Source: an optimization exercise on an open RTL-to-GDS flow (aim: small area, a short achievable clock period and few clock cycles per item). Production flows keep margins and buffers that such runs may drop.
Only simulation tests tie the RTL to the original design; equivalence was not proved.

File: design/flow/config.mk
export PLATFORM = sky130hd
export DESIGN_NAME = pulse_shape_fir
export DESIGN_NICKNAME = pulse_shape_fir
export VERILOG_FILES = /design/flow/design.v
export SDC_FILE = /design/flow/constraint.sdc
export NUM_CORES = 4
export LEC_CHECK = 0
export CAP_MARGIN = 20
export CORE_MARGIN = 2
export CORE_UTILIZATION = 40
export PLACE_DENSITY = 0.6
export SLEW_MARGIN = 20
export SYNTH_HIERARCHICAL = 1
File: design/flow/constraint.sdc
create_clock -name core_clock -period 12.5 [get_ports {clk}]
set_input_delay 2.5000 -clock core_clock [delete_from_list [all_inputs] [get_ports {clk}]]
set_output_delay 2.5000 -clock core_clock [all_outputs]
set_load 0.01 [all_outputs]
File: design/flow/design.v
package fir_pkg;
    localparam int NTAPS = 65;
    localparam int DW    = 16;
    localparam int FRAC  = 13;
    localparam int ACCW  = 38;    
    localparam int CAW   = 7;
    localparam int NLANE = 12;    
endpackage
module fir_sample_line
#(
    parameter int DW    = fir_pkg::DW,
    parameter int DEPTH = 64
) (
    input  logic                clk,
    input  logic                ins,
    input  logic                zero_fb,
    input  logic [DW-1:0]       wr_dat,
    output logic [DEPTH*DW-1:0] taps
);
    logic [DW-1:0] mem_q [DEPTH];
    always_ff @(posedge clk) begin
        if (ins) begin
            mem_q[0] <= wr_dat;
        end else begin
            mem_q[0] <= mem_q[DEPTH-1] & {DW{~zero_fb}};
        end
    end
    for (genvar i = 1; i < DEPTH; i++) begin : g_sh
        always_ff @(posedge clk) begin
            mem_q[i] <= mem_q[i-1];
        end
    end
    for (genvar i = 0; i < DEPTH; i++) begin : g_tap
        assign taps[i*DW +: DW] = mem_q[i];
    end
endmodule
module fir_lane (
    input  logic              clk,
    input  logic [15:0]       x,
    input  logic [7:0]        one_d,
    input  logic [7:0]        two_d,
    input  logic [7:0]        neg_d,
    input  logic              clr,
    output logic [37:0]       acc_s,
    output logic [37:0]       acc_c
);
    logic [7:0] one, two, neg;    
    logic [37:0] sa, ca;
    logic [37:0] s_d, c_d;
    logic [16:0] xe, xe1;
    logic [16:0] pp0;
    logic [16:0] pp1;
    logic [16:0] pp2;
    logic [16:0] pp3;
    logic [16:0] pp4;
    logic [16:0] pp5;
    logic [16:0] pp6;
    logic [16:0] pp7;
    logic w0, w1, w2, w3, w4, w5, w6, w7, w8, w9, w10, w11, w12, w13, w14, w15, w16, w17, w18, w19, w20, w21, w22, w23, w24, w25, w26, w27, w28, w29, w30, w31, w32, w33, w34, w35, w36, w37, w38, w39, w40, w41, w42, w43, w44, w45, w46, w47, w48, w49, w50, w51, w52, w53, w54, w55, w56, w57, w58, w59, w60, w61, w62, w63, w64, w65, w66, w67, w68, w69, w70, w71, w72, w73, w74, w75, w76, w77, w78, w79, w80, w81, w82, w83, w84, w85, w86, w87, w88, w89, w90, w91, w92, w93, w94, w95, w96, w97, w98, w99, w100, w101, w102, w103, w104, w105, w106, w107, w108, w109, w110, w111, w112, w113, w114, w115, w116, w117, w118, w119, w120, w121, w122, w123, w124, w125, w126, w127, w128, w129, w130, w131, w132, w133, w134, w135, w136, w137, w138, w139, w140, w141, w142, w143, w144, w145, w146, w147, w148, w149, w150, w151, w152, w153, w154, w155, w156, w157, w158, w159, w160, w161, w162, w163, w164, w165, w166, w167, w168, w169, w170, w171, w172, w173, w174, w175, w176, w177, w178, w179, w180, w181, w182, w183, w184, w185, w186, w187, w188, w189, w190, w191, w192, w193, w194, w195, w196, w197, w198, w199, w200, w201, w202, w203, w204, w205, w206, w207, w208, w209, w210, w211, w212, w213, w214, w215, w216, w217, w218, w219, w220, w221, w222, w223, w224, w225, w226, w227, w228, w229, w230, w231, w232, w233, w234, w235, w236, w237, w238, w239, w240, w241, w242, w243, w244, w245, w246, w247, w248, w249, w250, w251, w252, w253, w254, w255, w256, w257, w258, w259, w260, w261, w262, w263, w264, w265, w266, w267, w268, w269, w270, w271, w272, w273, w274, w275, w276, w277, w278, w279, w280, w281, w282, w283, w284, w285, w286, w287, w288, w289, w290, w291, w292, w293, w294, w295, w296, w297, w298, w299, w300, w301, w302, w303, w304, w305, w306, w307, w308, w309, w310, w311, w312, w313, w314, w315, w316, w317, w318, w319, w320, w321, w322, w323, w324, w325, w326, w327, w328, w329, w330, w331, w332, w333, w334, w335, w336, w337, w338, w339, w340, w341, w342, w343, w344, w345, w346, w347;
    assign sa  = acc_s & {38{~clr}};
    assign ca  = acc_c & {38{~clr}};
    assign xe  = {x[15], x};
    assign xe1 = {x, 1'b0};
    assign pp0[15:0] = ({16{one[0]}} & xe[15:0] | {16{two[0]}} & xe1[15:0]) ^ {16{neg[0]}};
    assign pp0[16]   = ~((one[0] & xe[16] | two[0] & xe1[16]) ^ neg[0]);
    assign pp1[15:0] = ({16{one[1]}} & xe[15:0] | {16{two[1]}} & xe1[15:0]) ^ {16{neg[1]}};
    assign pp1[16]   = ~((one[1] & xe[16] | two[1] & xe1[16]) ^ neg[1]);
    assign pp2[15:0] = ({16{one[2]}} & xe[15:0] | {16{two[2]}} & xe1[15:0]) ^ {16{neg[2]}};
    assign pp2[16]   = ~((one[2] & xe[16] | two[2] & xe1[16]) ^ neg[2]);
    assign pp3[15:0] = ({16{one[3]}} & xe[15:0] | {16{two[3]}} & xe1[15:0]) ^ {16{neg[3]}};
    assign pp3[16]   = ~((one[3] & xe[16] | two[3] & xe1[16]) ^ neg[3]);
    assign pp4[15:0] = ({16{one[4]}} & xe[15:0] | {16{two[4]}} & xe1[15:0]) ^ {16{neg[4]}};
    assign pp4[16]   = ~((one[4] & xe[16] | two[4] & xe1[16]) ^ neg[4]);
    assign pp5[15:0] = ({16{one[5]}} & xe[15:0] | {16{two[5]}} & xe1[15:0]) ^ {16{neg[5]}};
    assign pp5[16]   = ~((one[5] & xe[16] | two[5] & xe1[16]) ^ neg[5]);
    assign pp6[15:0] = ({16{one[6]}} & xe[15:0] | {16{two[6]}} & xe1[15:0]) ^ {16{neg[6]}};
    assign pp6[16]   = ~((one[6] & xe[16] | two[6] & xe1[16]) ^ neg[6]);
    assign pp7[15:0] = ({16{one[7]}} & xe[15:0] | {16{two[7]}} & xe1[15:0]) ^ {16{neg[7]}};
    assign pp7[16]   = ~((one[7] & xe[16] | two[7] & xe1[16]) ^ neg[7]);
    assign w0 = sa[12] ^ ca[12];
    assign w1 = sa[12] & ca[12];
    assign w2 = sa[13] ^ ca[13];
    assign w3 = sa[13] & ca[13];
    assign w5 = (sa[14] & ca[14]) | (sa[14] & neg[7]) | (ca[14] & neg[7]);
    assign w4 = (~w5 & (sa[14] | ca[14] | neg[7])) | (sa[14] & ca[14] & neg[7]);
    assign w6 = pp0[14] ^ pp1[12];
    assign w7 = pp0[14] & pp1[12];
    assign w9 = (sa[15] & ca[15]) | (sa[15] & pp0[15]) | (ca[15] & pp0[15]);
    assign w8 = (~w9 & (sa[15] | ca[15] | pp0[15])) | (sa[15] & ca[15] & pp0[15]);
    assign w10 = pp1[13] ^ pp2[11];
    assign w11 = pp1[13] & pp2[11];
    assign w13 = (sa[16] & ca[16]) | (sa[16] & pp0[16]) | (ca[16] & pp0[16]);
    assign w12 = (~w13 & (sa[16] | ca[16] | pp0[16])) | (sa[16] & ca[16] & pp0[16]);
    assign w14 = pp1[14] ^ pp2[12];
    assign w15 = pp1[14] & pp2[12];
    assign w17 = (sa[17] & ca[17]) | (sa[17] & pp1[15]) | (ca[17] & pp1[15]);
    assign w16 = (~w17 & (sa[17] | ca[17] | pp1[15])) | (sa[17] & ca[17] & pp1[15]);
    assign w18 = sa[18] ^ ca[18];
    assign w19 = sa[18] & ca[18];
    assign w20 = sa[6] ^ ca[6];
    assign w21 = sa[6] & ca[6];
    assign w22 = sa[7] ^ ca[7];
    assign w23 = sa[7] & ca[7];
    assign w25 = (sa[8] & ca[8]) | (sa[8] & neg[4]) | (ca[8] & neg[4]);
    assign w24 = (~w25 & (sa[8] | ca[8] | neg[4])) | (sa[8] & ca[8] & neg[4]);
    assign w26 = pp0[8] ^ pp1[6];
    assign w27 = pp0[8] & pp1[6];
    assign w29 = (sa[9] & ca[9]) | (sa[9] & pp0[9]) | (ca[9] & pp0[9]);
    assign w28 = (~w29 & (sa[9] | ca[9] | pp0[9])) | (sa[9] & ca[9] & pp0[9]);
    assign w30 = pp1[7] ^ pp2[5];
    assign w31 = pp1[7] & pp2[5];
    assign w33 = (sa[10] & ca[10]) | (sa[10] & neg[5]) | (ca[10] & neg[5]);
    assign w32 = (~w33 & (sa[10] | ca[10] | neg[5])) | (sa[10] & ca[10] & neg[5]);
    assign w35 = (pp0[10] & pp1[8]) | (pp0[10] & pp2[6]) | (pp1[8] & pp2[6]);
    assign w34 = (~w35 & (pp0[10] | pp1[8] | pp2[6])) | (pp0[10] & pp1[8] & pp2[6]);
    assign w36 = pp3[4] ^ pp4[2];
    assign w37 = pp3[4] & pp4[2];
    assign w39 = (sa[11] & ca[11]) | (sa[11] & pp0[11]) | (ca[11] & pp0[11]);
    assign w38 = (~w39 & (sa[11] | ca[11] | pp0[11])) | (sa[11] & ca[11] & pp0[11]);
    assign w41 = (pp1[9] & pp2[7]) | (pp1[9] & pp3[5]) | (pp2[7] & pp3[5]);
    assign w40 = (~w41 & (pp1[9] | pp2[7] | pp3[5])) | (pp1[9] & pp2[7] & pp3[5]);
    assign w42 = pp4[3] ^ pp5[1];
    assign w43 = pp4[3] & pp5[1];
    assign w45 = (neg[6] & w0) | (neg[6] & pp0[12]) | (w0 & pp0[12]);
    assign w44 = (~w45 & (neg[6] | w0 | pp0[12])) | (neg[6] & w0 & pp0[12]);
    assign w47 = (pp1[10] & pp2[8]) | (pp1[10] & pp3[6]) | (pp2[8] & pp3[6]);
    assign w46 = (~w47 & (pp1[10] | pp2[8] | pp3[6])) | (pp1[10] & pp2[8] & pp3[6]);
    assign w49 = (pp4[4] & pp5[2]) | (pp4[4] & pp6[0]) | (pp5[2] & pp6[0]);
    assign w48 = (~w49 & (pp4[4] | pp5[2] | pp6[0])) | (pp4[4] & pp5[2] & pp6[0]);
    assign w51 = (w1 & w2) | (w1 & pp0[13]) | (w2 & pp0[13]);
    assign w50 = (~w51 & (w1 | w2 | pp0[13])) | (w1 & w2 & pp0[13]);
    assign w53 = (pp1[11] & pp2[9]) | (pp1[11] & pp3[7]) | (pp2[9] & pp3[7]);
    assign w52 = (~w53 & (pp1[11] | pp2[9] | pp3[7])) | (pp1[11] & pp2[9] & pp3[7]);
    assign w55 = (pp4[5] & pp5[3]) | (pp4[5] & pp6[1]) | (pp5[3] & pp6[1]);
    assign w54 = (~w55 & (pp4[5] | pp5[3] | pp6[1])) | (pp4[5] & pp5[3] & pp6[1]);
    assign w57 = (w3 & pp2[10]) | (w3 & pp3[8]) | (pp2[10] & pp3[8]);
    assign w56 = (~w57 & (w3 | pp2[10] | pp3[8])) | (w3 & pp2[10] & pp3[8]);
    assign w59 = (pp4[6] & pp5[4]) | (pp4[6] & pp6[2]) | (pp5[4] & pp6[2]);
    assign w58 = (~w59 & (pp4[6] | pp5[4] | pp6[2])) | (pp4[6] & pp5[4] & pp6[2]);
    assign w61 = (pp7[0] & w4) | (pp7[0] & w6) | (w4 & w6);
    assign w60 = (~w61 & (pp7[0] | w4 | w6)) | (pp7[0] & w4 & w6);
    assign w63 = (pp3[9] & pp4[7]) | (pp3[9] & pp5[5]) | (pp4[7] & pp5[5]);
    assign w62 = (~w63 & (pp3[9] | pp4[7] | pp5[5])) | (pp3[9] & pp4[7] & pp5[5]);
    assign w65 = (pp6[3] & pp7[1]) | (pp6[3] & w5) | (pp7[1] & w5);
    assign w64 = (~w65 & (pp6[3] | pp7[1] | w5)) | (pp6[3] & pp7[1] & w5);
    assign w67 = (w7 & w10) | (w7 & w8) | (w10 & w8);
    assign w66 = (~w67 & (w7 | w10 | w8)) | (w7 & w10 & w8);
    assign w69 = (pp3[10] & pp4[8]) | (pp3[10] & pp5[6]) | (pp4[8] & pp5[6]);
    assign w68 = (~w69 & (pp3[10] | pp4[8] | pp5[6])) | (pp3[10] & pp4[8] & pp5[6]);
    assign w71 = (pp6[4] & pp7[2]) | (pp6[4] & w11) | (pp7[2] & w11);
    assign w70 = (~w71 & (pp6[4] | pp7[2] | w11)) | (pp6[4] & pp7[2] & w11);
    assign w73 = (w14 & w9) | (w14 & w12) | (w9 & w12);
    assign w72 = (~w73 & (w14 | w9 | w12)) | (w14 & w9 & w12);
    assign w75 = (pp2[13] & pp3[11]) | (pp2[13] & pp4[9]) | (pp3[11] & pp4[9]);
    assign w74 = (~w75 & (pp2[13] | pp3[11] | pp4[9])) | (pp2[13] & pp3[11] & pp4[9]);
    assign w77 = (pp5[7] & pp6[5]) | (pp5[7] & pp7[3]) | (pp6[5] & pp7[3]);
    assign w76 = (~w77 & (pp5[7] | pp6[5] | pp7[3])) | (pp5[7] & pp6[5] & pp7[3]);
    assign w79 = (w15 & w13) | (w15 & w16) | (w13 & w16);
    assign w78 = (~w79 & (w15 | w13 | w16)) | (w15 & w13 & w16);
    assign w81 = (w18 & pp1[16]) | (w18 & pp2[14]) | (pp1[16] & pp2[14]);
    assign w80 = (~w81 & (w18 | pp1[16] | pp2[14])) | (w18 & pp1[16] & pp2[14]);
    assign w83 = (pp3[12] & pp4[10]) | (pp3[12] & pp5[8]) | (pp4[10] & pp5[8]);
    assign w82 = (~w83 & (pp3[12] | pp4[10] | pp5[8])) | (pp3[12] & pp4[10] & pp5[8]);
    assign w85 = (pp6[6] & pp7[4]) | (pp6[6] & w17) | (pp7[4] & w17);
    assign w84 = (~w85 & (pp6[6] | pp7[4] | w17)) | (pp6[6] & pp7[4] & w17);
    assign w87 = (sa[19] & ca[19]) | (sa[19] & w19) | (ca[19] & w19);
    assign w86 = (~w87 & (sa[19] | ca[19] | w19)) | (sa[19] & ca[19] & w19);
    assign w89 = (pp2[15] & pp3[13]) | (pp2[15] & pp4[11]) | (pp3[13] & pp4[11]);
    assign w88 = (~w89 & (pp2[15] | pp3[13] | pp4[11])) | (pp2[15] & pp3[13] & pp4[11]);
    assign w91 = (pp5[9] & pp6[7]) | (pp5[9] & pp7[5]) | (pp6[7] & pp7[5]);
    assign w90 = (~w91 & (pp5[9] | pp6[7] | pp7[5])) | (pp5[9] & pp6[7] & pp7[5]);
    assign w93 = (sa[20] & ca[20]) | (sa[20] & pp2[16]) | (ca[20] & pp2[16]);
    assign w92 = (~w93 & (sa[20] | ca[20] | pp2[16])) | (sa[20] & ca[20] & pp2[16]);
    assign w95 = (pp3[14] & pp4[12]) | (pp3[14] & pp5[10]) | (pp4[12] & pp5[10]);
    assign w94 = (~w95 & (pp3[14] | pp4[12] | pp5[10])) | (pp3[14] & pp4[12] & pp5[10]);
    assign w96 = pp6[8] ^ pp7[6];
    assign w97 = pp6[8] & pp7[6];
    assign w99 = (sa[21] & ca[21]) | (sa[21] & pp3[15]) | (ca[21] & pp3[15]);
    assign w98 = (~w99 & (sa[21] | ca[21] | pp3[15])) | (sa[21] & ca[21] & pp3[15]);
    assign w101 = (pp4[13] & pp5[11]) | (pp4[13] & pp6[9]) | (pp5[11] & pp6[9]);
    assign w100 = (~w101 & (pp4[13] | pp5[11] | pp6[9])) | (pp4[13] & pp5[11] & pp6[9]);
    assign w103 = (sa[22] & ca[22]) | (sa[22] & pp3[16]) | (ca[22] & pp3[16]);
    assign w102 = (~w103 & (sa[22] | ca[22] | pp3[16])) | (sa[22] & ca[22] & pp3[16]);
    assign w104 = pp4[14] ^ pp5[12];
    assign w105 = pp4[14] & pp5[12];
    assign w107 = (sa[23] & ca[23]) | (sa[23] & pp4[15]) | (ca[23] & pp4[15]);
    assign w106 = (~w107 & (sa[23] | ca[23] | pp4[15])) | (sa[23] & ca[23] & pp4[15]);
    assign w108 = sa[24] ^ ca[24];
    assign w109 = sa[24] & ca[24];
    assign w110 = sa[2] ^ ca[2];
    assign w111 = sa[2] & ca[2];
    assign w112 = sa[3] ^ ca[3];
    assign w113 = sa[3] & ca[3];
    assign w115 = (sa[4] & ca[4]) | (sa[4] & neg[2]) | (ca[4] & neg[2]);
    assign w114 = (~w115 & (sa[4] | ca[4] | neg[2])) | (sa[4] & ca[4] & neg[2]);
    assign w116 = pp0[4] ^ pp1[2];
    assign w117 = pp0[4] & pp1[2];
    assign w119 = (sa[5] & ca[5]) | (sa[5] & pp0[5]) | (ca[5] & pp0[5]);
    assign w118 = (~w119 & (sa[5] | ca[5] | pp0[5])) | (sa[5] & ca[5] & pp0[5]);
    assign w120 = pp1[3] ^ pp2[1];
    assign w121 = pp1[3] & pp2[1];
    assign w123 = (neg[3] & w20) | (neg[3] & pp0[6]) | (w20 & pp0[6]);
    assign w122 = (~w123 & (neg[3] | w20 | pp0[6])) | (neg[3] & w20 & pp0[6]);
    assign w125 = (pp1[4] & pp2[2]) | (pp1[4] & pp3[0]) | (pp2[2] & pp3[0]);
    assign w124 = (~w125 & (pp1[4] | pp2[2] | pp3[0])) | (pp1[4] & pp2[2] & pp3[0]);
    assign w127 = (w21 & w22) | (w21 & pp0[7]) | (w22 & pp0[7]);
    assign w126 = (~w127 & (w21 | w22 | pp0[7])) | (w21 & w22 & pp0[7]);
    assign w129 = (pp1[5] & pp2[3]) | (pp1[5] & pp3[1]) | (pp2[3] & pp3[1]);
    assign w128 = (~w129 & (pp1[5] | pp2[3] | pp3[1])) | (pp1[5] & pp2[3] & pp3[1]);
    assign w131 = (w23 & pp2[4]) | (w23 & pp3[2]) | (pp2[4] & pp3[2]);
    assign w130 = (~w131 & (w23 | pp2[4] | pp3[2])) | (w23 & pp2[4] & pp3[2]);
    assign w133 = (pp4[0] & w24) | (pp4[0] & w26) | (w24 & w26);
    assign w132 = (~w133 & (pp4[0] | w24 | w26)) | (pp4[0] & w24 & w26);
    assign w135 = (pp3[3] & pp4[1]) | (pp3[3] & w25) | (pp4[1] & w25);
    assign w134 = (~w135 & (pp3[3] | pp4[1] | w25)) | (pp3[3] & pp4[1] & w25);
    assign w137 = (w27 & w30) | (w27 & w28) | (w30 & w28);
    assign w136 = (~w137 & (w27 | w30 | w28)) | (w27 & w30 & w28);
    assign w139 = (pp5[0] & w32) | (pp5[0] & w31) | (w32 & w31);
    assign w138 = (~w139 & (pp5[0] | w32 | w31)) | (pp5[0] & w32 & w31);
    assign w141 = (w36 & w29) | (w36 & w34) | (w29 & w34);
    assign w140 = (~w141 & (w36 | w29 | w34)) | (w36 & w29 & w34);
    assign w143 = (w33 & w37) | (w33 & w42) | (w37 & w42);
    assign w142 = (~w143 & (w33 | w37 | w42)) | (w33 & w37 & w42);
    assign w145 = (w35 & w38) | (w35 & w40) | (w38 & w40);
    assign w144 = (~w145 & (w35 | w38 | w40)) | (w35 & w38 & w40);
    assign w147 = (w43 & w39) | (w43 & w41) | (w39 & w41);
    assign w146 = (~w147 & (w43 | w39 | w41)) | (w43 & w39 & w41);
    assign w149 = (w44 & w46) | (w44 & w48) | (w46 & w48);
    assign w148 = (~w149 & (w44 | w46 | w48)) | (w44 & w46 & w48);
    assign w151 = (w45 & w47) | (w45 & w49) | (w47 & w49);
    assign w150 = (~w151 & (w45 | w47 | w49)) | (w45 & w47 & w49);
    assign w153 = (w50 & w52) | (w50 & w54) | (w52 & w54);
    assign w152 = (~w153 & (w50 | w52 | w54)) | (w50 & w52 & w54);
    assign w155 = (w51 & w53) | (w51 & w55) | (w53 & w55);
    assign w154 = (~w155 & (w51 | w53 | w55)) | (w51 & w53 & w55);
    assign w157 = (w56 & w58) | (w56 & w60) | (w58 & w60);
    assign w156 = (~w157 & (w56 | w58 | w60)) | (w56 & w58 & w60);
    assign w159 = (w57 & w59) | (w57 & w62) | (w59 & w62);
    assign w158 = (~w159 & (w57 | w59 | w62)) | (w57 & w59 & w62);
    assign w161 = (w64 & w61) | (w64 & w66) | (w61 & w66);
    assign w160 = (~w161 & (w64 | w61 | w66)) | (w64 & w61 & w66);
    assign w163 = (w63 & w65) | (w63 & w68) | (w65 & w68);
    assign w162 = (~w163 & (w63 | w65 | w68)) | (w63 & w65 & w68);
    assign w165 = (w70 & w67) | (w70 & w72) | (w67 & w72);
    assign w164 = (~w165 & (w70 | w67 | w72)) | (w70 & w67 & w72);
    assign w167 = (w69 & w74) | (w69 & w76) | (w74 & w76);
    assign w166 = (~w167 & (w69 | w74 | w76)) | (w69 & w74 & w76);
    assign w169 = (w71 & w73) | (w71 & w78) | (w73 & w78);
    assign w168 = (~w169 & (w71 | w73 | w78)) | (w71 & w73 & w78);
    assign w171 = (w75 & w77) | (w75 & w80) | (w77 & w80);
    assign w170 = (~w171 & (w75 | w77 | w80)) | (w75 & w77 & w80);
    assign w173 = (w82 & w79) | (w82 & w84) | (w79 & w84);
    assign w172 = (~w173 & (w82 | w79 | w84)) | (w82 & w79 & w84);
    assign w175 = (w86 & w81) | (w86 & w83) | (w81 & w83);
    assign w174 = (~w175 & (w86 | w81 | w83)) | (w86 & w81 & w83);
    assign w177 = (w88 & w90) | (w88 & w85) | (w90 & w85);
    assign w176 = (~w177 & (w88 | w90 | w85)) | (w88 & w90 & w85);
    assign w179 = (w87 & w96) | (w87 & w89) | (w96 & w89);
    assign w178 = (~w179 & (w87 | w96 | w89)) | (w87 & w96 & w89);
    assign w181 = (w91 & w92) | (w91 & w94) | (w92 & w94);
    assign w180 = (~w181 & (w91 | w92 | w94)) | (w91 & w92 & w94);
    assign w183 = (pp7[7] & w97) | (pp7[7] & w93) | (w97 & w93);
    assign w182 = (~w183 & (pp7[7] | w97 | w93)) | (pp7[7] & w97 & w93);
    assign w185 = (w95 & w98) | (w95 & w100) | (w98 & w100);
    assign w184 = (~w185 & (w95 | w98 | w100)) | (w95 & w98 & w100);
    assign w187 = (pp6[10] & pp7[8]) | (pp6[10] & w104) | (pp7[8] & w104);
    assign w186 = (~w187 & (pp6[10] | pp7[8] | w104)) | (pp6[10] & pp7[8] & w104);
    assign w189 = (w99 & w101) | (w99 & w102) | (w101 & w102);
    assign w188 = (~w189 & (w99 | w101 | w102)) | (w99 & w101 & w102);
    assign w191 = (pp5[13] & pp6[11]) | (pp5[13] & pp7[9]) | (pp6[11] & pp7[9]);
    assign w190 = (~w191 & (pp5[13] | pp6[11] | pp7[9])) | (pp5[13] & pp6[11] & pp7[9]);
    assign w193 = (w105 & w103) | (w105 & w106) | (w103 & w106);
    assign w192 = (~w193 & (w105 | w103 | w106)) | (w105 & w103 & w106);
    assign w195 = (w108 & pp4[16]) | (w108 & pp5[14]) | (pp4[16] & pp5[14]);
    assign w194 = (~w195 & (w108 | pp4[16] | pp5[14])) | (w108 & pp4[16] & pp5[14]);
    assign w197 = (pp6[12] & pp7[10]) | (pp6[12] & w107) | (pp7[10] & w107);
    assign w196 = (~w197 & (pp6[12] | pp7[10] | w107)) | (pp6[12] & pp7[10] & w107);
    assign w199 = (sa[25] & ca[25]) | (sa[25] & w109) | (ca[25] & w109);
    assign w198 = (~w199 & (sa[25] | ca[25] | w109)) | (sa[25] & ca[25] & w109);
    assign w201 = (pp5[15] & pp6[13]) | (pp5[15] & pp7[11]) | (pp6[13] & pp7[11]);
    assign w200 = (~w201 & (pp5[15] | pp6[13] | pp7[11])) | (pp5[15] & pp6[13] & pp7[11]);
    assign w203 = (sa[26] & ca[26]) | (sa[26] & pp5[16]) | (ca[26] & pp5[16]);
    assign w202 = (~w203 & (sa[26] | ca[26] | pp5[16])) | (sa[26] & ca[26] & pp5[16]);
    assign w204 = pp6[14] ^ pp7[12];
    assign w205 = pp6[14] & pp7[12];
    assign w207 = (sa[27] & ca[27]) | (sa[27] & pp6[15]) | (ca[27] & pp6[15]);
    assign w206 = (~w207 & (sa[27] | ca[27] | pp6[15])) | (sa[27] & ca[27] & pp6[15]);
    assign w208 = sa[28] ^ ca[28];
    assign w209 = sa[28] & ca[28];
    assign w210 = sa[0] ^ ca[0];
    assign w211 = sa[0] & ca[0];
    assign w212 = sa[1] ^ ca[1];
    assign w213 = sa[1] & ca[1];
    assign w215 = (neg[1] & w110) | (neg[1] & pp0[2]) | (w110 & pp0[2]);
    assign w214 = (~w215 & (neg[1] | w110 | pp0[2])) | (neg[1] & w110 & pp0[2]);
    assign w217 = (w111 & w112) | (w111 & pp0[3]) | (w112 & pp0[3]);
    assign w216 = (~w217 & (w111 | w112 | pp0[3])) | (w111 & w112 & pp0[3]);
    assign w219 = (w113 & pp2[0]) | (w113 & w114) | (pp2[0] & w114);
    assign w218 = (~w219 & (w113 | pp2[0] | w114)) | (w113 & pp2[0] & w114);
    assign w221 = (w115 & w117) | (w115 & w120) | (w117 & w120);
    assign w220 = (~w221 & (w115 | w117 | w120)) | (w115 & w117 & w120);
    assign w223 = (w121 & w119) | (w121 & w122) | (w119 & w122);
    assign w222 = (~w223 & (w121 | w119 | w122)) | (w121 & w119 & w122);
    assign w225 = (w123 & w125) | (w123 & w126) | (w125 & w126);
    assign w224 = (~w225 & (w123 | w125 | w126)) | (w123 & w125 & w126);
    assign w227 = (w127 & w129) | (w127 & w130) | (w129 & w130);
    assign w226 = (~w227 & (w127 | w129 | w130)) | (w127 & w129 & w130);
    assign w229 = (w131 & w134) | (w131 & w133) | (w134 & w133);
    assign w228 = (~w229 & (w131 | w134 | w133)) | (w131 & w134 & w133);
    assign w231 = (w135 & w138) | (w135 & w137) | (w138 & w137);
    assign w230 = (~w231 & (w135 | w138 | w137)) | (w135 & w138 & w137);
    assign w233 = (w139 & w142) | (w139 & w141) | (w142 & w141);
    assign w232 = (~w233 & (w139 | w142 | w141)) | (w139 & w142 & w141);
    assign w235 = (w143 & w145) | (w143 & w146) | (w145 & w146);
    assign w234 = (~w235 & (w143 | w145 | w146)) | (w143 & w145 & w146);
    assign w237 = (w147 & w149) | (w147 & w150) | (w149 & w150);
    assign w236 = (~w237 & (w147 | w149 | w150)) | (w147 & w149 & w150);
    assign w239 = (w151 & w153) | (w151 & w154) | (w153 & w154);
    assign w238 = (~w239 & (w151 | w153 | w154)) | (w151 & w153 & w154);
    assign w241 = (w155 & w158) | (w155 & w157) | (w158 & w157);
    assign w240 = (~w241 & (w155 | w158 | w157)) | (w155 & w158 & w157);
    assign w243 = (w159 & w162) | (w159 & w161) | (w162 & w161);
    assign w242 = (~w243 & (w159 | w162 | w161)) | (w159 & w162 & w161);
    assign w245 = (w163 & w166) | (w163 & w165) | (w166 & w165);
    assign w244 = (~w245 & (w163 | w166 | w165)) | (w163 & w166 & w165);
    assign w247 = (w167 & w170) | (w167 & w172) | (w170 & w172);
    assign w246 = (~w247 & (w167 | w170 | w172)) | (w167 & w170 & w172);
    assign w249 = (w171 & w174) | (w171 & w173) | (w174 & w173);
    assign w248 = (~w249 & (w171 | w174 | w173)) | (w171 & w174 & w173);
    assign w251 = (w175 & w178) | (w175 & w180) | (w178 & w180);
    assign w250 = (~w251 & (w175 | w178 | w180)) | (w175 & w178 & w180);
    assign w253 = (w179 & w181) | (w179 & w182) | (w181 & w182);
    assign w252 = (~w253 & (w179 | w181 | w182)) | (w179 & w181 & w182);
    assign w255 = (w183 & w186) | (w183 & w185) | (w186 & w185);
    assign w254 = (~w255 & (w183 | w186 | w185)) | (w183 & w186 & w185);
    assign w257 = (w190 & w187) | (w190 & w189) | (w187 & w189);
    assign w256 = (~w257 & (w190 | w187 | w189)) | (w190 & w187 & w189);
    assign w259 = (w191 & w194) | (w191 & w193) | (w194 & w193);
    assign w258 = (~w259 & (w191 | w194 | w193)) | (w191 & w194 & w193);
    assign w261 = (w198 & w195) | (w198 & w200) | (w195 & w200);
    assign w260 = (~w261 & (w198 | w195 | w200)) | (w198 & w195 & w200);
    assign w263 = (w199 & w204) | (w199 & w201) | (w204 & w201);
    assign w262 = (~w263 & (w199 | w204 | w201)) | (w199 & w204 & w201);
    assign w265 = (pp7[13] & w205) | (pp7[13] & w203) | (w205 & w203);
    assign w264 = (~w265 & (pp7[13] | w205 | w203)) | (pp7[13] & w205 & w203);
    assign w267 = (w208 & pp6[16]) | (w208 & pp7[14]) | (pp6[16] & pp7[14]);
    assign w266 = (~w267 & (w208 | pp6[16] | pp7[14])) | (w208 & pp6[16] & pp7[14]);
    assign w269 = (sa[29] & ca[29]) | (sa[29] & w209) | (ca[29] & w209);
    assign w268 = (~w269 & (sa[29] | ca[29] | w209)) | (sa[29] & ca[29] & w209);
    assign w270 = sa[30] ^ ca[30];
    assign w271 = sa[30] & ca[30];
    assign w272 = neg[0] ^ w210;
    assign w273 = neg[0] & w210;
    assign w275 = (w211 & w212) | (w211 & pp0[1]) | (w212 & pp0[1]);
    assign w274 = (~w275 & (w211 | w212 | pp0[1])) | (w211 & w212 & pp0[1]);
    assign w277 = (w213 & pp1[0]) | (w213 & w214) | (pp1[0] & w214);
    assign w276 = (~w277 & (w213 | pp1[0] | w214)) | (w213 & pp1[0] & w214);
    assign w279 = (pp1[1] & w215) | (pp1[1] & w216) | (w215 & w216);
    assign w278 = (~w279 & (pp1[1] | w215 | w216)) | (pp1[1] & w215 & w216);
    assign w281 = (w116 & w217) | (w116 & w218) | (w217 & w218);
    assign w280 = (~w281 & (w116 | w217 | w218)) | (w116 & w217 & w218);
    assign w283 = (w118 & w219) | (w118 & w220) | (w219 & w220);
    assign w282 = (~w283 & (w118 | w219 | w220)) | (w118 & w219 & w220);
    assign w285 = (w124 & w221) | (w124 & w222) | (w221 & w222);
    assign w284 = (~w285 & (w124 | w221 | w222)) | (w124 & w221 & w222);
    assign w287 = (w128 & w223) | (w128 & w224) | (w223 & w224);
    assign w286 = (~w287 & (w128 | w223 | w224)) | (w128 & w223 & w224);
    assign w289 = (w132 & w225) | (w132 & w226) | (w225 & w226);
    assign w288 = (~w289 & (w132 | w225 | w226)) | (w132 & w225 & w226);
    assign w291 = (w227 & w136) | (w227 & w228) | (w136 & w228);
    assign w290 = (~w291 & (w227 | w136 | w228)) | (w227 & w136 & w228);
    assign w293 = (w140 & w229) | (w140 & w230) | (w229 & w230);
    assign w292 = (~w293 & (w140 | w229 | w230)) | (w140 & w229 & w230);
    assign w295 = (w144 & w231) | (w144 & w232) | (w231 & w232);
    assign w294 = (~w295 & (w144 | w231 | w232)) | (w144 & w231 & w232);
    assign w297 = (w148 & w233) | (w148 & w234) | (w233 & w234);
    assign w296 = (~w297 & (w148 | w233 | w234)) | (w148 & w233 & w234);
    assign w299 = (w152 & w235) | (w152 & w236) | (w235 & w236);
    assign w298 = (~w299 & (w152 | w235 | w236)) | (w152 & w235 & w236);
    assign w301 = (w237 & w156) | (w237 & w238) | (w156 & w238);
    assign w300 = (~w301 & (w237 | w156 | w238)) | (w237 & w156 & w238);
    assign w303 = (w239 & w160) | (w239 & w240) | (w160 & w240);
    assign w302 = (~w303 & (w239 | w160 | w240)) | (w239 & w160 & w240);
    assign w305 = (w164 & w241) | (w164 & w242) | (w241 & w242);
    assign w304 = (~w305 & (w164 | w241 | w242)) | (w164 & w241 & w242);
    assign w307 = (w168 & w243) | (w168 & w244) | (w243 & w244);
    assign w306 = (~w307 & (w168 | w243 | w244)) | (w168 & w243 & w244);
    assign w309 = (w169 & w245) | (w169 & w246) | (w245 & w246);
    assign w308 = (~w309 & (w169 | w245 | w246)) | (w169 & w245 & w246);
    assign w311 = (w176 & w248) | (w176 & w247) | (w248 & w247);
    assign w310 = (~w311 & (w176 | w248 | w247)) | (w176 & w248 & w247);
    assign w313 = (w177 & w250) | (w177 & w249) | (w250 & w249);
    assign w312 = (~w313 & (w177 | w250 | w249)) | (w177 & w250 & w249);
    assign w315 = (w184 & w252) | (w184 & w251) | (w252 & w251);
    assign w314 = (~w315 & (w184 | w252 | w251)) | (w184 & w252 & w251);
    assign w317 = (w188 & w253) | (w188 & w254) | (w253 & w254);
    assign w316 = (~w317 & (w188 | w253 | w254)) | (w188 & w253 & w254);
    assign w319 = (w192 & w255) | (w192 & w256) | (w255 & w256);
    assign w318 = (~w319 & (w192 | w255 | w256)) | (w192 & w255 & w256);
    assign w321 = (w196 & w257) | (w196 & w258) | (w257 & w258);
    assign w320 = (~w321 & (w196 | w257 | w258)) | (w196 & w257 & w258);
    assign w323 = (w197 & w260) | (w197 & w259) | (w260 & w259);
    assign w322 = (~w323 & (w197 | w260 | w259)) | (w197 & w260 & w259);
    assign w325 = (w202 & w261) | (w202 & w262) | (w261 & w262);
    assign w324 = (~w325 & (w202 | w261 | w262)) | (w202 & w261 & w262);
    assign w327 = (w206 & w263) | (w206 & w264) | (w263 & w264);
    assign w326 = (~w327 & (w206 | w263 | w264)) | (w206 & w263 & w264);
    assign w329 = (w207 & w266) | (w207 & w265) | (w266 & w265);
    assign w328 = (~w329 & (w207 | w266 | w265)) | (w207 & w266 & w265);
    assign w331 = (pp7[15] & w268) | (pp7[15] & w267) | (w268 & w267);
    assign w330 = (~w331 & (pp7[15] | w268 | w267)) | (pp7[15] & w268 & w267);
    assign w333 = (w270 & pp7[16]) | (w270 & w269) | (pp7[16] & w269);
    assign w332 = (~w333 & (w270 | pp7[16] | w269)) | (w270 & pp7[16] & w269);
    assign w335 = (sa[31] & ca[31]) | (sa[31] & w271) | (ca[31] & w271);
    assign w334 = (~w335 & (sa[31] | ca[31] | w271)) | (sa[31] & ca[31] & w271);
    assign w336 = sa[32] ^ ca[32];
    assign w337 = sa[32] & ca[32];
    assign w338 = sa[33] ^ ca[33];
    assign w339 = sa[33] & ca[33];
    assign w340 = sa[34] ^ ca[34];
    assign w341 = sa[34] & ca[34];
    assign w342 = sa[35] ^ ca[35];
    assign w343 = sa[35] & ca[35];
    assign w344 = sa[36] ^ ca[36];
    assign w345 = sa[36] & ca[36];
    assign w346 = sa[37] ^ ca[37];
    assign w347 = sa[37] & ca[37];
    assign s_d[0] = w272;
    assign c_d[0] = pp0[0];
    assign s_d[1] = w274;
    assign c_d[1] = w273;
    assign s_d[2] = w276;
    assign c_d[2] = w275;
    assign s_d[3] = w278;
    assign c_d[3] = w277;
    assign s_d[4] = w280;
    assign c_d[4] = w279;
    assign s_d[5] = w282;
    assign c_d[5] = w281;
    assign s_d[6] = w284;
    assign c_d[6] = w283;
    assign s_d[7] = w286;
    assign c_d[7] = w285;
    assign s_d[8] = w288;
    assign c_d[8] = w287;
    assign s_d[9] = w290;
    assign c_d[9] = w289;
    assign s_d[10] = w292;
    assign c_d[10] = w291;
    assign s_d[11] = w294;
    assign c_d[11] = w293;
    assign s_d[12] = w296;
    assign c_d[12] = w295;
    assign s_d[13] = w298;
    assign c_d[13] = w297;
    assign s_d[14] = w300;
    assign c_d[14] = w299;
    assign s_d[15] = w302;
    assign c_d[15] = w301;
    assign s_d[16] = w304;
    assign c_d[16] = w303;
    assign s_d[17] = w306;
    assign c_d[17] = w305;
    assign s_d[18] = w308;
    assign c_d[18] = w307;
    assign s_d[19] = w310;
    assign c_d[19] = w309;
    assign s_d[20] = w312;
    assign c_d[20] = w311;
    assign s_d[21] = w314;
    assign c_d[21] = w313;
    assign s_d[22] = w316;
    assign c_d[22] = w315;
    assign s_d[23] = w318;
    assign c_d[23] = w317;
    assign s_d[24] = w320;
    assign c_d[24] = w319;
    assign s_d[25] = w322;
    assign c_d[25] = w321;
    assign s_d[26] = w324;
    assign c_d[26] = w323;
    assign s_d[27] = w326;
    assign c_d[27] = w325;
    assign s_d[28] = w328;
    assign c_d[28] = w327;
    assign s_d[29] = w330;
    assign c_d[29] = w329;
    assign s_d[30] = w332;
    assign c_d[30] = w331;
    assign s_d[31] = w334;
    assign c_d[31] = w333;
    assign s_d[32] = w336;
    assign c_d[32] = w335;
    assign s_d[33] = w338;
    assign c_d[33] = w337;
    assign s_d[34] = w340;
    assign c_d[34] = w339;
    assign s_d[35] = w342;
    assign c_d[35] = w341;
    assign s_d[36] = w344;
    assign c_d[36] = w343;
    assign s_d[37] = w346;
    assign c_d[37] = w345;
    always_ff @(posedge clk) begin
        one   <= one_d;
        two   <= two_d;
        neg   <= neg_d;
        acc_s <= s_d;
        acc_c <= c_d;
    end
endmodule
import fir_pkg::*;
module pulse_shape_fir #(
    parameter int NTAPS = fir_pkg::NTAPS,
    parameter int DW    = fir_pkg::DW,
    parameter int ACCW  = fir_pkg::ACCW
) (
    input  logic                    clk,
    input  logic                    reset_n,
    input  logic [DW-1:0]           sample_in,
    input  logic                    sample_valid,
    output logic                    ready,
    output logic [fir_pkg::CAW-1:0] coef_addr,
    input  logic [DW-1:0]           coef_in,
    output logic [DW-1:0]           y_out,
    output logic                    y_valid,
    output logic                    sample_drop
);
    localparam int M  = fir_pkg::NLANE;
    localparam int KH = 22;                         
    localparam logic [KH-1:0] KBIAS = 22'h3faaab;    
    logic [5:0]       r_q, r_d;        
    logic [6:0]       k_q, k_d;        
    logic             win_q, win_d;    
    logic             open_q, open_d;  
    logic             ready_q, ready_d;
    logic             fw_q, fw_d;      
    logic [6:0]       n_q, n_d;        
    logic [5:0]       m_q, m_d;        
    logic             drop_q;
    logic             slot_q, slot_d;  
    logic             stv_q, stv_d;    
    logic [DW-1:0]    stg_q;
    logic             acc, ins, start, zero_fb;
    logic [6:0]       rn;
    logic [DW-1:0]    ring_in;
    assign acc     = ready_q & sample_valid;
    assign ins     = slot_q & (stv_q | sample_valid);
    assign ring_in = stv_q ? stg_q : sample_in;
    assign rn      = {1'b0, r_q} + n_q;
    assign zero_fb = ~rn[6];
    always_comb begin
        r_d    = ins ? 6'd0 : r_q + 6'd1;
        start  = ~ins & (r_q == 6'(M - 1));
        k_d    = k_q;
        win_d  = win_q;
        open_d = open_q;
        fw_d   = fw_q;
        m_d    = m_q;
        n_d    = n_q;
        if (ins) begin
            m_d = m_q + 6'd1;
            if (!n_q[6]) n_d = n_q + 7'd1;
        end
        if (slot_q & ~ins) open_d = 1'b0;
        if (win_q) begin
            if (k_q == 7'd0) win_d = 1'b0;
            else             k_d   = k_q - 7'd1;
        end
        if (start) begin
            k_d    = 7'd64;
            win_d  = 1'b1;
            open_d = 1'b1;
            m_d    = 6'd0;
            fw_d   = (n_q == 7'd0);
        end
        slot_d  = win_d & open_d & (k_d != 7'd0) & (k_d <= 7'(M));
        stv_d   = ins ? (stv_q & acc) : (stv_q | acc);
        ready_d = ~stv_d | slot_d;
    end
    always_ff @(posedge clk or negedge reset_n) begin
        if (!reset_n) begin
            r_q     <= '0;
            k_q     <= 7'(M);
            win_q   <= 1'b1;
            open_q  <= 1'b1;
            slot_q  <= 1'b1;
            stv_q   <= 1'b0;
            ready_q <= 1'b1;
            fw_q    <= 1'b1;
            n_q     <= '0;
            m_q     <= '0;
            drop_q  <= 1'b0;
        end else begin
            r_q     <= r_d;
            k_q     <= k_d;
            win_q   <= win_d;
            open_q  <= open_d;
            slot_q  <= slot_d;
            stv_q   <= stv_d;
            ready_q <= ready_d;
            fw_q    <= fw_d;
            n_q     <= n_d;
            m_q     <= m_d;
            drop_q  <= sample_valid & ~ready_q;
        end
    end
    always_ff @(posedge clk) begin
        if (acc & ~(ins & ~stv_q)) stg_q <= sample_in;
    end
    assign ready       = ready_q;
    assign coef_addr   = k_q;
    assign sample_drop = drop_q;
    logic [64*DW-1:0] taps;
    fir_sample_line #(.DW(DW), .DEPTH(64)) u_line (
        .clk     (clk),
        .ins     (ins),
        .zero_fb (zero_fb),
        .wr_dat  (ring_in),
        .taps    (taps)
    );
    logic [DW-1:0] coef_q;
    logic [6:0]    k1_q;
    logic          w1_q, fw1_q;
    logic [M-1:0]  clr_q;
    logic [7:0]    one_d, two_d, neg_d;
    logic [M-1:0]  clr_d;
    logic [16:0]   cx;
    assign cx = {coef_q, 1'b0};
    always_comb begin
        for (int i = 0; i < 8; i++) begin
            one_d[i] = w1_q & (cx[2*i+1] ^ cx[2*i]);
            two_d[i] = w1_q & ((cx[2*i+2] & ~cx[2*i+1] & ~cx[2*i]) | (~cx[2*i+2] & cx[2*i+1] & cx[2*i]));
            neg_d[i] = w1_q & cx[2*i+2] & ~(cx[2*i+1] & cx[2*i]);
        end
        for (int j = 0; j < M; j++) begin
            clr_d[j] = w1_q & ((k1_q == 7'd64) | (fw1_q & (k1_q == 7'(j))));
        end
    end
    always_ff @(posedge clk or negedge reset_n) begin
        if (!reset_n) begin
            w1_q <= 1'b0;
        end else begin
            w1_q <= win_q;
        end
    end
    always_ff @(posedge clk) begin
        coef_q <= coef_in;
        k1_q   <= k_q;
        fw1_q  <= fw_q;
        clr_q  <= clr_d;
    end
    logic [ACCW-1:0] acc_s [M];
    logic [ACCW-1:0] acc_c [M];
    for (genvar j = 0; j < M; j++) begin : g_lane
        fir_lane u_lane (
            .clk   (clk),
            .x     (taps[(M+1-j)*DW +: DW]),
            .one_d (one_d),
            .two_d (two_d),
            .neg_d (neg_d),
            .clr   (clr_q[j]),
            .acc_s (acc_s[j]),
            .acc_c (acc_c[j])
        );
    end
    logic          p1_q, p2_q;
    logic [M-1:0]  rsel_q;
    logic [5:0]    mrd_q;
    logic          fwr_q;
    logic [M-1:0]  rvm;
    logic          rv_q;
    logic [ACCW-1:0] rs_q, rc_q, rs_d, rc_d;
    logic [KH-1:0] cn_q, cn_d;
    logic [ACCW-1:0] cst, tot;
    logic [ACCW-1:0] t_s, t_c;
    logic [ACCW-FRAC-1:0] rnd;
    logic [DW-1:0] y_q, y_d;
    logic          yv_q;
    always_comb begin
        rs_d = '0;
        rc_d = '0;
        for (int j = 0; j < M; j++) begin
            rs_d = rs_d | (acc_s[j] & {ACCW{rsel_q[j]}});
            rc_d = rc_d | (acc_c[j] & {ACCW{rsel_q[j]}});
            rvm[j] = rsel_q[j] & (6'(j) < mrd_q);
        end
        if (rsel_q[0]) cn_d = fwr_q ? KBIAS : KH'(KBIAS * 65);
        else           cn_d = cn_q + (fwr_q ? KH'(KBIAS * 2) : KBIAS);
    end
    always_ff @(posedge clk or negedge reset_n) begin
        if (!reset_n) begin
            p1_q   <= 1'b0;
            p2_q   <= 1'b0;
            rsel_q <= '0;
            rv_q   <= 1'b0;
            yv_q   <= 1'b0;
            y_q    <= '0;
        end else begin
            p1_q   <= win_q & (k_q == 7'd0);
            p2_q   <= p1_q;
            rsel_q <= {rsel_q[M-2:0], p2_q};
            rv_q   <= |rvm;
            yv_q   <= rv_q;
            if (rv_q) y_q <= y_d;
        end
    end
    always_ff @(posedge clk) begin
        if (win_q & (k_q == 7'd0)) begin
            mrd_q <= m_q;
            fwr_q <= fw_q;
        end
        rs_q <= rs_d;
        rc_q <= rc_d;
        cn_q <= cn_d;
    end
    assign cst = {cn_q, 16'h1000};
    assign t_s = rs_q ^ rc_q ^ cst;
    assign t_c = {(rs_q[ACCW-2:0] & rc_q[ACCW-2:0]) | (rs_q[ACCW-2:0] & cst[ACCW-2:0]) | (rc_q[ACCW-2:0] & cst[ACCW-2:0]), 1'b0};
    assign tot = t_s + t_c;
    assign rnd = tot[ACCW-1:FRAC];
    always_comb begin
        if (!rnd[ACCW-FRAC-1] && (|rnd[ACCW-FRAC-2:DW-1]))      y_d = {1'b0, {(DW-1){1'b1}}};
        else if (rnd[ACCW-FRAC-1] && !(&rnd[ACCW-FRAC-2:DW-1])) y_d = {1'b1, {(DW-1){1'b0}}};
        else                                                    y_d = rnd[DW-1:0];
    end
    assign y_out   = y_q;
    assign y_valid = yv_q;
endmodule
File: design/flow/flow/run.sh
#!/bin/bash
set -uo pipefail
source flow/knobs.sh
sed 's/yosys synth -nofsm -noshare/yosys synth -nofsm -noshare -noabc/' synth_recipe.tcl > my_synth.tcl
bash standard.sh SYNTH_SCRIPT=$PWD/my_synth.tcl SETUP_SLACK_MARGIN=$REPAIR_MARGIN_NS TNS_END_PERCENT=$TNS_PCT finish > flow_make.log 2>&1
rc=$?
tail -30 flow_make.log
exit $rc
File: design/flow/flow/knobs.sh
REPAIR_MARGIN_NS=8.0
TNS_PCT=20
File: design/flow/standard.sh
#!/bin/bash
# synth_recipe.tcl (not shown) runs the flow's synth.tcl, then flattens the netlist and writes it again
# the make line also repeats each setting of config.mk as NAME=value (left out here)
make -C /OpenROAD-flow-scripts/flow DESIGN_CONFIG=/design/flow/config.mk WORK_HOME=/design/flow/orfs CLKGATE_MAP_FILE= SYNTH_SCRIPT=/design/flow/synth_recipe.tcl "${@:-finish}"
==> reports/metrics.yaml, run 1 <==
run_status:
  outcome: "failed layout checks"
  so_faults: "antenna violations"
timing:
  finalCritPeriodShare_pct: 35.9
  worst_pin_slew_ps: 1310
  fin_crit_ps: 4490
  setup_violations: 0
  setup_tns_ps: 0
  slew_viol_final: 0
  clock_skew_ps: 91.9
  relSlewSlack_pct: 12.6
  grt_setup_unrepaired: "true"
  max_freq_mhz: 223
  hold_viol: 0
clocking:
  cts_tree: "yes"
  insertion_delay_ps: 970
  cts.sinks: 2447
  holdBufCountCts: 0
  cts_buffer_depth: 4
  root_buffer: "clkbuf_16"
  cts_made_buffers: 276
  cts.reportedPaths.clkPinSlew_ps: 60
  htree_levels: 5
worst_setup_path:
  critPathKind: "reg2out"
  slowest_delay_ps: 530
  cpMaxStageDelayCell: "dfstp_2"
  cp.buffers_inverters: 1
  crit_fanout: 2
  crit_required_ps: 10000
  ff2ff_setup_slack_ps: 8180
  critPathLaunchType: "flip-flop"
  crit_arrival_ps: 1990
  reg2reg_depth: 13
  end_kind: "primary output"
  crit_family: "flip-flops"
  r2r-end: "y_q[2]"
  rr_startpoint: "rs_q[16]"
  worstPathCellList: "clkdlybuf4s50_1"
die:
  die_w_um: 595
  core_um2: 349000
  start_util_pct: 40.1
  dieHeight_um: 595
  io_pins: 61
  die-area_um2: 354000
  rows: 217
synthesis:
  synth_flop_cell: "dfxtp_1"
  netlist_instances: 11000
  ys_types: 78
  async_reset_ff_share_pct: 2.70
  synth_warnings: 12
  seq_area_frac_synth_pct: 35.5
  syn_avg_cell_area_um2: 12.7
  ys_ff_latch: 2447
  synth-edff-count: 23
  syn_area_um2: 140000
  syn-num-nets: 13200
detailed_routing:
  firstDrtPassIters: 6
  ant_nets: 1
  drc: 0
  vias: 90300
  post_drt_via_cell_ratio: 5.83
  totalWireLength_mm: 520
  drt_iter0_drc: 10500
  wl_per_cell_um: 33.5
global_route:
  grt_pass1_wl_mm: 728
  grtUsageTotal_pct: 29.0
  busiest_layer: "met2"
  antenna_found_initial: 91
  use_met2_pct: 41.9
  grt_overflow: 0
  gr-usage-met3_pct: 10.5
  use_met1_pct: 37.1
  grt_max_degree: 76
  grt_pass1_vias: 92200
min_path:
  holdPathStages: 0
  hold_path.class: "reg2reg"
  hold_path_end: "u_line.mem_q[27][13]"
  hold_path.startpoint: "u_line.mem_q[26][13]"
place:
  port-buffer-count: 60
  place_inst: 14900
  finalWeightedCongestion: 1.06
  hpwlAfterDp_mm: 383
cells_and_area:
  fill_cells: 31900
  layout-drive-gt1-share_pct: 11.2
  seq_area_um2: 49600
  synthToLayoutAreaGrowth_pct: 7.25
  final_cells: 15500
  nets: 12800
  multiInputGateArea_um2: 81900
flow_run:
  drv_cap: 0
-- Yosys cell counts, drive strengths merged, types with 5 or more instances --
cell	count	area (um2)
xnor2	1580	13800
dfxtp	2358	47200
o21a	9	67.6
o21ai	160	857
and3	14	90.1
ha	445	5570
nand3	97	485
a22oi	1441	12600
a221o	16	170
nor2b	900	5630
mux2	16	180
a21oi	46	238
or2	6	37.5
xor2	115	1010
a221oi	229	2010
nand2	188	706
nand2b	23	144
dfstp	7	184
nand4	10	68.8
nand3b	5	37.5
a21o	13	97.6
buf	878	7320
a211oi	6	45.0
a21boi	12	90.1
nor4	6	37.5
a22o	228	2000
nor2	79	297
fa	1737	34800
clkbuf	199	995
and2	22	138
inv	27	101
dfrtp	59	1480
edfxtp	23	691
nor3	17	90.1
-- final cells by class --
type                       count  area share, %
multi-input combinational   7475           54.6
sequential                  2447           33.1
clock buffer                 379           5.28
tap                         4599           3.84
timing repair buffer         333           1.79
clock inverter               113           1.05
antenna                      122          0.204
inverter                      27         0.0676
-- cells in the final DEF, fill, tap and decap left out, drive strengths merged, types with 23 or more instances in the layout --
cell / n
a221oi: 229
dfrtp: 59
nand2: 188
fa: 1737
clkbuf: 381
a21oi: 46
nor2b: 900
xnor2: 1580
edfxtp: 23
xor2: 115
o21ai: 160
diode: 122
nand3: 97
nor2: 79
dfxtp: 2358
clkinv: 61
a22o: 228
clkdlybuf4s50: 57
buf: 272
nand2b: 23
inv: 44
a22oi: 1441
ha: 445
-- timing repair --
action | in CTS | in global routing
setup buffers | 0 | 3
pin swaps | 0 | 1
gates resized for setup | 1 | 4
setup endpoints to repair | 9 | 23
-- worst max-delay path by stage --
| stage | from | endpoint | slack (ps) | cells past startpoint |
|---|---|---|---|---|
| after floorplan | sample_valid | u_line.mem_q[0][4] | 8720 | 8 |
| after global placement | sample_valid | ready_q | 6920 | 7 |
| after detailed placement | sample_valid | ready_q | 6880 | 7 |
| after CTS | k_q[3] | coef_addr[3] | 7840 | 1 |
| after global routing | sample_valid | ready_q | 7910 | 7 |
| final | k_q[3] | coef_addr[3] | 8010 | 1 |
-- registers in the layout, indices dropped and copies added, names as in the netlist, 12 cells and up --
register / count
clr_q: 12
coef_q: 16
u_line.mem_q: 1024
g_lane.u_lane.acc_c: 456
rs_q: 38
g_lane.u_lane.acc_s: 456
g_lane.u_lane.two: 96
y_q: 16
cn_q: 22
rc_q: 38
rsel_q: 12
g_lane.u_lane.one: 96
stg_q: 16
g_lane.u_lane.neg: 96
-- through the flow --
stage	hold slack, ps	utilization, %	cell area, um2	worst slack, ps
4_1_cts	296	42.9	149000	7840
3_3_place_gp	310	40.1	140000	6920
6_report	292	43.0	150000	8010
5_1_grt	289	42.9	150000	7910
2_1_floorplan	310	-	140000	8720
3_5_place_dp	312	40.1	140000	6880
-- kinds of logic (layout without fill, tap and decap cells) --
family          after synthesis  in the layout  share of synthesized area [%]
fa+ha+maj                  2182           2182                           28.9
xor+xnor                   1695           1695                           10.6
other cells                   0            122                              0
simple gates               1385           1385                           5.66
compound gates             2194           2194                           13.2
mux                          19             19                          0.150
flops                      2447           2447                           35.5
buf+inv                    1104            852                           6.02
-- Yosys stat by module, one instance, submodules excluded, a selection --
| module | copies in the design | area, um2 | cells |
|---|---|---|---|
| fir_lane | 12 | 8670 | 700 |
| pulse_shape_fir | 1 | 14900 | 1550 |
-- metal layers --
| metal | up-vias | share of wire (%) |
|---|---|---|
| met5 | - | 0.049 |
| li1 | 36700 | - |
| met4 | 36 | 6.7 |
| met3 | 1147 | 12 |
| met1 | 46900 | 39 |
| met2 | 5531 | 42 |
Testbench counts, summed over its fixed seeds: cycles 5,704, items 960.
==> inputs of run 2 (changes only) <==
--- a/design/flow/design.v
+++ b/design/flow/design.v
@@ -538,6 +538,7 @@
     logic [6:0]       n_q, n_d;        
     logic [5:0]       m_q, m_d;        
     logic             drop_q;
+    logic             boot_q;          
     logic             slot_q, slot_d;  
     logic             stv_q, stv_d;    
     logic [DW-1:0]    stg_q;
@@ -567,7 +568,14 @@
             if (k_q == 7'd0) win_d = 1'b0;
             else             k_d   = k_q - 7'd1;
         end
-        if (start) begin
+        if (boot_q) begin
+            r_d    = 6'd0;
+            k_d    = 7'(M);
+            win_d  = 1'b1;
+            open_d = 1'b1;
+            m_d    = 6'd0;
+            fw_d   = 1'b1;
+        end else if (start) begin
             k_d    = 7'd64;
             win_d  = 1'b1;
             open_d = 1'b1;
@@ -580,18 +588,20 @@
     end
     always_ff @(posedge clk or negedge reset_n) begin
         if (!reset_n) begin
+            boot_q  <= 1'b1;
             r_q     <= '0;
-            k_q     <= 7'(M);
-            win_q   <= 1'b1;
-            open_q  <= 1'b1;
-            slot_q  <= 1'b1;
+            k_q     <= '0;
+            win_q   <= 1'b0;
+            open_q  <= 1'b0;
+            slot_q  <= 1'b0;
             stv_q   <= 1'b0;
-            ready_q <= 1'b1;
+            ready_q <= 1'b0;
             fw_q    <= 1'b1;
             n_q     <= '0;
             m_q     <= '0;
             drop_q  <= 1'b0;
         end else begin
+            boot_q  <= 1'b0;
             r_q     <= r_d;
             k_q     <= k_d;
             win_q   <= win_d;
@@ -677,6 +687,8 @@
     logic [ACCW-FRAC-1:0] rnd;
     logic [DW-1:0] y_q, y_d;
     logic          yv_q;
+    logic          rv2_q;
+    logic [ACCW-FRAC-1:0] rnd_q;
     always_comb begin
         rs_d = '0;
         rc_d = '0;
@@ -694,6 +706,7 @@
             p2_q   <= 1'b0;
             rsel_q <= '0;
             rv_q   <= 1'b0;
+            rv2_q  <= 1'b0;
             yv_q   <= 1'b0;
             y_q    <= '0;
         end else begin
@@ -701,8 +714,9 @@
             p2_q   <= p1_q;
             rsel_q <= {rsel_q[M-2:0], p2_q};
             rv_q   <= |rvm;
-            yv_q   <= rv_q;
-            if (rv_q) y_q <= y_d;
+            rv2_q  <= rv_q;
+            yv_q   <= rv2_q;
+            if (rv2_q) y_q <= y_d;
         end
     end
     always_ff @(posedge clk) begin
@@ -713,12 +727,13 @@
         rs_q <= rs_d;
         rc_q <= rc_d;
         cn_q <= cn_d;
+        rnd_q <= tot[ACCW-1:FRAC];
     end
     assign cst = {cn_q, 16'h1000};
     assign t_s = rs_q ^ rc_q ^ cst;
     assign t_c = {(rs_q[ACCW-2:0] & rc_q[ACCW-2:0]) | (rs_q[ACCW-2:0] & cst[ACCW-2:0]) | (rc_q[ACCW-2:0] & cst[ACCW-2:0]), 1'b0};
     assign tot = t_s + t_c;
-    assign rnd = tot[ACCW-1:FRAC];
+    assign rnd = rnd_q;
     always_comb begin
         if (!rnd[ACCW-FRAC-1] && (|rnd[ACCW-FRAC-2:DW-1]))      y_d = {1'b0, {(DW-1){1'b1}}};
         else if (rnd[ACCW-FRAC-1] && !(&rnd[ACCW-FRAC-2:DW-1])) y_d = {1'b1, {(DW-1){1'b0}}};
==> design/flow/flow/run.sh (replaced) <==
#!/bin/bash
set -uo pipefail
source flow/knobs.sh
sed 's/yosys synth -nofsm -noshare/yosys synth -nofsm -noshare -noabc/' synth_recipe.tcl > my_synth.tcl
bash standard.sh SYNTH_SCRIPT=$PWD/my_synth.tcl SETUP_SLACK_MARGIN=$REPAIR_MARGIN_NS TNS_END_PERCENT=$TNS_PCT \
  MATCH_CELL_FOOTPRINT=0 "BUFFER_PORTS_ARGS=-buffer_cell $PORT_BUF" finish > flow_make.log 2>&1
rc=$?
tail -30 flow_make.log
exit $rc
==> design/flow/flow/knobs.sh (replaced) <==
REPAIR_MARGIN_NS=8.5
TNS_PCT=30
PORT_BUF=sky130_fd_sc_hd__buf_4
==> reports/metrics.yaml, run 2 <==
synthesis:
  syn_area_um2: 140000  # +0.33%
  syn-num-nets: 13300  # +0.32%
  ys_types: 82  # +5.1%
  synth_top_area_share_pct: 34.0  # +0.25 points
  synth_flop_cell: "dfxtp_1"
  seq_area_frac_synth_pct: 35.7  # +0.27 points
  syn_avg_cell_area_um2: 12.7  # about the same
  synth-edff-count: 23  # unchanged
  yosysMostFrequentCell: "dfxtp_1"
  synthTopCellsByCount: "dfxtp_1 (2383), fa_1 (1737), xnor2_1 (1576), a22oi_1 (1093), nor2b_1 (899)"
  async_reset_ff_share_pct: 2.75  # +0.051 points
  ys_ff_latch: 2474  # +1.1%
  netlist_instances: 11100  # +0.38%
  synth.area.top_cells: "dfxtp_1 (34%), fa_1 (25%), xnor2_1 (9.8%)"
  yosys.area.top_type: "dfxtp_1"
  synth_warnings: 12  # unchanged
timing:
  relSlewSlack_pct: 16.4  # +3.8 points
  fin_crit_ps: 4010  # -485 ps
  max_freq_mhz: 250  # +12%
  worst_pin_slew_ps: 1250  # -58.6 ps
  grt_setup_unrepaired: "true"
  hold_viol: 0  # unchanged
  clock_skew_ps: 83.7  # -8.25 ps
  setup_tns_ps: 0  # unchanged
  slew_viol_final: 0  # unchanged
  setup_violations: 0  # unchanged
  setup_ws_ps: 8490  # +485 ps
  finalCritPeriodShare_pct: 32.0  # -3.9 points
global_route:
  grt_overflow: 0  # unchanged
  grtUsageTotal_pct: 28.7  # -0.27 points
  grt_pass1_vias: 93800  # +1.7%
  grt_pass1_wl_mm: 726  # -0.29%
  grt_max_degree: 78  # +2.6%
  antenna_found_initial: 82  # -9.9%
cells_and_area:
  largestRegisters: "u_line.mem_q: 1024 flops, g_lane.u_lane.acc_c: 456 flops, g_lane.u_lane.acc_s: 456 flops"
  largest_reg_flops: 1024  # unchanged
  final_cells: 15500  # +0.097%
  seq_area_um2: 50200  # +1.1%
  multiInputGateArea_um2: 81800  # -0.14%
  synthToLayoutAreaGrowth_pct: 7.06
  final_common_cell: "dfxtp_1"
  largest_register: "u_line.mem_q"
  layout-drive-gt1-share_pct: 11.4  # +0.20 points
  final_cell_mix: "dfxtp_1 (2360), fa_1 (1737), xnor2_1 (1573)"
  fill_cells: 31900  # +0.19%
  nets: 12800  # +0.18%
worst_setup_path:
  slowest_delay_ps: 450  # -80 ps
  cp_num_cells: 1  # unchanged
  cpMaxStageDelayCell: "dfrtp_2"
  crit_required_ps: 10000  # about the same
  critPathLaunchType: "flip-flop"
  worstPathCellList: "buf_6"
  crit_end: "coef_addr[6]"
  cp.buffers_inverters: 1  # unchanged
  crit_path_start: "k_q[6]"
  crit_fanout: 4  # +2
  end_kind: "primary output"
  reg2reg_depth: 7  # -6
  critPathKind: "reg2out"
  crit_arrival_ps: 1510  # -480 ps
  ff2ff_setup_slack_ps: 8590  # +410 ps
  crit_family: "flip-flops"
  r2r-end: "g_lane[4].u_lane.acc_s[15]"
  rr_startpoint: "clr_q[4]"
detailed_routing:
  firstDrtPassIters: 8  # +2
  ant_nets: 2  # +1
  vias: 89800  # -0.59%
  post_drt_via_cell_ratio: 5.79  # -0.68%
  wl_per_cell_um: 33.2  # -1.0%
  drt_iter0_drc: 10200  # -3.3%
  drc: 0  # unchanged
  totalWireLength_mm: 515  # -0.91%
die:
  core_um2: 349000  # +0.16%
  dieHeight_um: 596  # +0.16%
  start_util_pct: 40.2  # +0.070 points
  io_pins: 61  # unchanged
  rows: 217  # unchanged
  die_w_um: 596  # +0.16%
  die-area_um2: 355000  # +0.33%
clocking:
  cts.sinks: 2474  # +1.1%
  cts.reportedPaths.clkPinSlew_ps: 60  # about the same
  root_buffer: "clkbuf_16"
  insertion_delay_ps: 950  # -20 ps
  cts_tree: "yes"
  holdBufCountCts: 0  # unchanged
  htree_levels: 5  # unchanged
  cts_buffer_depth: 4  # unchanged
  cts_made_buffers: 278  # +0.72%
run_status:
  outcome: "failed layout checks"
  so_faults: "antenna violations"
place:
  port-buffer-count: 60  # unchanged
  hpwlAfterDp_mm: 379  # -1.2%
  finalWeightedCongestion: 1.07  # +1.6%
  place_ws_ps: 7830  # +944 ps
  place_inst: 14900  # +0.11%
min_path:
  holdPathStages: 0  # unchanged
  hold_path.class: "reg2reg"
flow_run:
  drv_cap: 0  # unchanged
## run 2: routing by layer
metal	up-vias	wire, um	track usage (%)	share of wire (%)
li1	36800	-	-	-
met1	46700	203000	36.8	40
met2	5164	219000	42.0	42
met3	1131	55800	9.16	11
met4	30	36900	17.8	7.2
met5	-	189	0	0.037
## run 2: worst min path at each step
stage	startpoint	end	slack (ps)
3_5_place_dp	u_line.mem_q[17][0]	u_line.mem_q[18][0]	310
6_report	u_line.mem_q[24][14]	u_line.mem_q[25][14]	300
3_3_place_gp	u_line.mem_q[42][8]	u_line.mem_q[43][8]	310
2_1_floorplan	u_line.mem_q[14][0]	u_line.mem_q[15][0]	310
5_1_grt	u_line.mem_q[51][8]	u_line.mem_q[52][8]	310
4_1_cts	u_line.mem_q[61][7]	u_line.mem_q[62][7]	310
## run 2: layout make-up
class	count	area share (%)
Multi-Input combinational cell	7473	54.5
Sequential cell	2474	33.4
Clock buffer	389	5.44
Tap cell	4599	3.83
Timing Repair Buffer	310	1.62
Clock inverter	103	0.879
Antenna cell	116	0.193
Inverter	46	0.115
## run 2: logic make-up (layout without fill, tap and decap cells)
kind of cell	Yosys count	count (layout)	share of synthesized area (%)
mux	18	18	0.144
fa+ha+maj	2182	2182	28.8
xor+xnor	1697	1697	10.6
simple gates	1382	1382	5.60
compound gates	2193	2193	13.1
buf+inv	1121	848	6.03
flops	2474	2474	35.7
other cells	1	117	0.00267
## run 2: what timing repair did
item | CTS | global route
setup endpoints to repair | 16 | 19
hold endpoints to repair | 0 | 0
setup buffers | 4 | 4
resized for setup | 11 | 4
## run 2: modules after synthesis (local to each module, per instance), excerpt
module,cells,copies in the design
fir_lane,700,12
pulse_shape_fir,1592,1
## run 2: per-stage QoR
stage / utilization, % / instance area (um2) / hold WS (ps)
6_report: 43.0 / 150000 / 300
5_1_grt: 42.9 / 150000 / 315
4_1_cts: 42.9 / 150000 / 307
3_5_place_dp: 40.1 / 140000 / 312
3_3_place_gp: 40.1 / 140000 / 310
2_1_floorplan: - / 140000 / 310
Testbench counts of run 2, summed over its fixed seeds: cycles 5,720, items 960.

afterwards: timing with drivers on the ports:
In the flow no input, the clock included, has a driving cell. The finished layouts below were timed again as built, in two steps.
Step 1: set_driving_cell puts a clkbuf_16 on clk and a buf_2 on each other input, an assumption about the parent block.
Step 2, shift: input delay + t, output delay - t, t = (earliest + latest rising clock arrival at the registers) / 2. This alone moves slack from input paths to output paths.
Three values: ideal ports, drivers, drivers and shift; two values: the first two.
run	shift t [ns]	slack for setup (ns)	worst setup path at the end	clock arrival spread, ns	pins driven straight from the clock port
run 1	1.033	8.010 / 7.901 / 7.167	input to register	0.094 / 0.094	1
run 2	1.014	8.495 / 8.401 / 7.792	input to register	0.099 / 0.100	1
For run 1, which loses most, drivers alone change the setup slack by -0.109 ns; drivers and shift together by -0.843 ns.
